Context: an optimization exercise on an open-source flow, tuned for small area. The choices shown serve that exercise and are no tape-out recipe.
Function was checked by simulation only, so behaviour that the tests miss may differ from the original.

==> flow/design.v (excerpt) <==
module mult_quat (
    input  logic             clk,
    input  logic             rst,
    input  logic             in_valid,
    input  logic [WIDTH-1:0] w_in1,
    input  logic [WIDTH-1:0] i_in1,
    input  logic [WIDTH-1:0] j_in1,
    input  logic [WIDTH-1:0] k_in1,
    input  logic [WIDTH-1:0] w_in2,
    input  logic [WIDTH-1:0] i_in2,
    input  logic [WIDTH-1:0] j_in2,
    input  logic [WIDTH-1:0] k_in2,
    output logic             out_valid,
    output logic [WIDTH-1:0] w_out,
    output logic [WIDTH-1:0] i_out,
    output logic [WIDTH-1:0] j_out,
    output logic [WIDTH-1:0] k_out
);
==> flow/config.mk <==
export PLATFORM = sky130hd
export DESIGN_NAME = mult_quat
export DESIGN_NICKNAME = mult_quat
export VERILOG_FILES = /design/flow/design.v
export SDC_FILE = /design/flow/constraint.sdc
export NUM_CORES = 4
export LEC_CHECK = 0
export CAP_MARGIN = 0
export CORE_MARGIN = 2
export CORE_UTILIZATION = 70
export CTS_CLUSTER_DIAMETER = 80
export CTS_CLUSTER_SIZE = 30
export SLEW_MARGIN = 0
export SYNTH_HIERARCHICAL = 1
export SYNTH_MINIMUM_KEEP_SIZE = 0
==> flow/constraint.sdc <==
create_clock -name core_clock -period 9.0 [get_ports {clk}]
set_input_delay 1.8000 -clock core_clock [delete_from_list [all_inputs] [get_ports {clk}]]
set_output_delay 1.8000 -clock core_clock [all_outputs]
set_load 0.01 [all_outputs]
standard.sh (not shown) runs the stock make flow with config.mk's settings and CLKGATE_MAP_FILE= SYNTH_SCRIPT=/design/flow/synth_recipe.tcl, a recipe that flattens the netlist after the stock synthesis.
==> flow/flow/run.sh <==
#!/bin/bash
# The standard layout with three changes:
#  - between synthesis and floorplan, every combinational cell that synthesis
#    mapped to a larger drive strength is swapped for the smallest one of the
#    same function (same pins); placement and timing repair then size up or
#    buffer only where the design needs it;
#  - the buffers placed on every input and output port are buf_1 cells;
#  - clock tree synthesis adds no dummy load cells.
set -euo pipefail
work=$(pwd)
ports="BUFFER_PORTS_ARGS=-buffer_cell sky130_fd_sc_hd__buf_1"
cts="CTS_ARGS=-sink_clustering_enable -repair_clock_nets -sink_clustering_size 30 -sink_clustering_max_diameter 80 -dont_use_dummy_load"
bash standard.sh "$ports" "$cts" synth > synth.log 2>&1
results=$(ls -d "$work"/orfs/results/*/mult_quat/base)
RESULTS="$results" openroad -no_init -exit flow/downsize.tcl > downsize.log 2>&1
# the SDC written with the netlist must not look older than the edited database
touch "$results/1_synth.sdc"
bash standard.sh "$ports" "$cts" finish > layout.log 2>&1
==> flow/flow/downsize.tcl <==
# Swap every combinational cell the synthesis upsized for its smallest drive strength;
# the placement and timing repair later size up again wherever timing needs it.
set results $::env(RESULTS)
read_db $results/1_synth.odb
set db [ord::get_db]
set block [[$db getChip] getBlock]
set n 0
foreach inst [$block getInsts] {
  set name [[$inst getMaster] getName]
  if {![regexp {^(sky130_fd_sc_hd__[a-z0-9]+)_([0-9]+)$} $name -> base sz]} { continue }
  if {$sz == 1 || $sz == 0} { continue }
  if {[regexp {df|dl|sdf|edf|buf|inv|clk|conb|tap|fill|decap|diode|probe|lpflow} $base]} { continue }
  set m1 [$db findMaster ${base}_1]
  if {$m1 == "NULL" || $m1 == ""} { continue }
  $inst swapMaster $m1
  incr n
}
puts "downsized $n instances"
write_db $results/1_synth.odb
The starting point produced a clean layout.
Rerun with:
==> flow/flow/run.sh (replaced) <==
#!/bin/bash
# The standard layout with one extra step between synthesis and floorplan:
# every combinational cell that synthesis mapped to a larger drive strength is
# swapped for the smallest one of the same function (same pins); placement and
# timing repair then size up or buffer only where the design needs it.
set -euo pipefail
work=$(pwd)
bash standard.sh synth > synth.log 2>&1
results=$(ls -d "$work"/orfs/results/*/mult_quat/base)
RESULTS="$results" openroad -no_init -exit flow/downsize.tcl > downsize.log 2>&1
# the SDC written with the netlist must not look older than the edited database
touch "$results/1_synth.sdc"
bash standard.sh > layout.log 2>&1
What happened:
- routed wire length falls by 2.4%
- hold slack gets better by 0.030 ns
- non-clock buffer count rises by 16
- final cell count rises by 0.42%
- die area stays the same

what the ideal ports hide:
In the flow no input, the clock included, has a driving cell. The finished layouts below were timed again as built, in two steps. Step 1: set_driving_cell puts a clkbuf_16 on clk and a buf_2 on each other input, an assumption about the parent block. Step 2 adds t to the input delays and takes it off the output delays; t is the mean of the earliest and latest rising clock arrival at the registers after step 1. Input paths then give back, and output paths get back, about the clock's delay inside the block. Slacks: ideal / step 1 / step 2; pairs: ideal / step 1.
run | t (ns) | slack for setup (ns) | clock arrival spread, ns | slew at the worst register clock pin (ns) | worst data-port slew with drivers (ns)
the first run | 0.746 | 0.228 / 0.228 / 0.228 | 0.094 / 0.093 | 0.12 / 0.12 | 0.32
the second run | 0.795 | 0.320 / 0.320 / -0.121 | 0.051 / 0.050 | 0.12 / 0.12 | 0.32
Met with ideal ports but missed after step 2: setup timing in the second run. The setup slack of the second run, which loses most, moves by 0.000 ns with the drivers and by -0.441 ns with both steps.
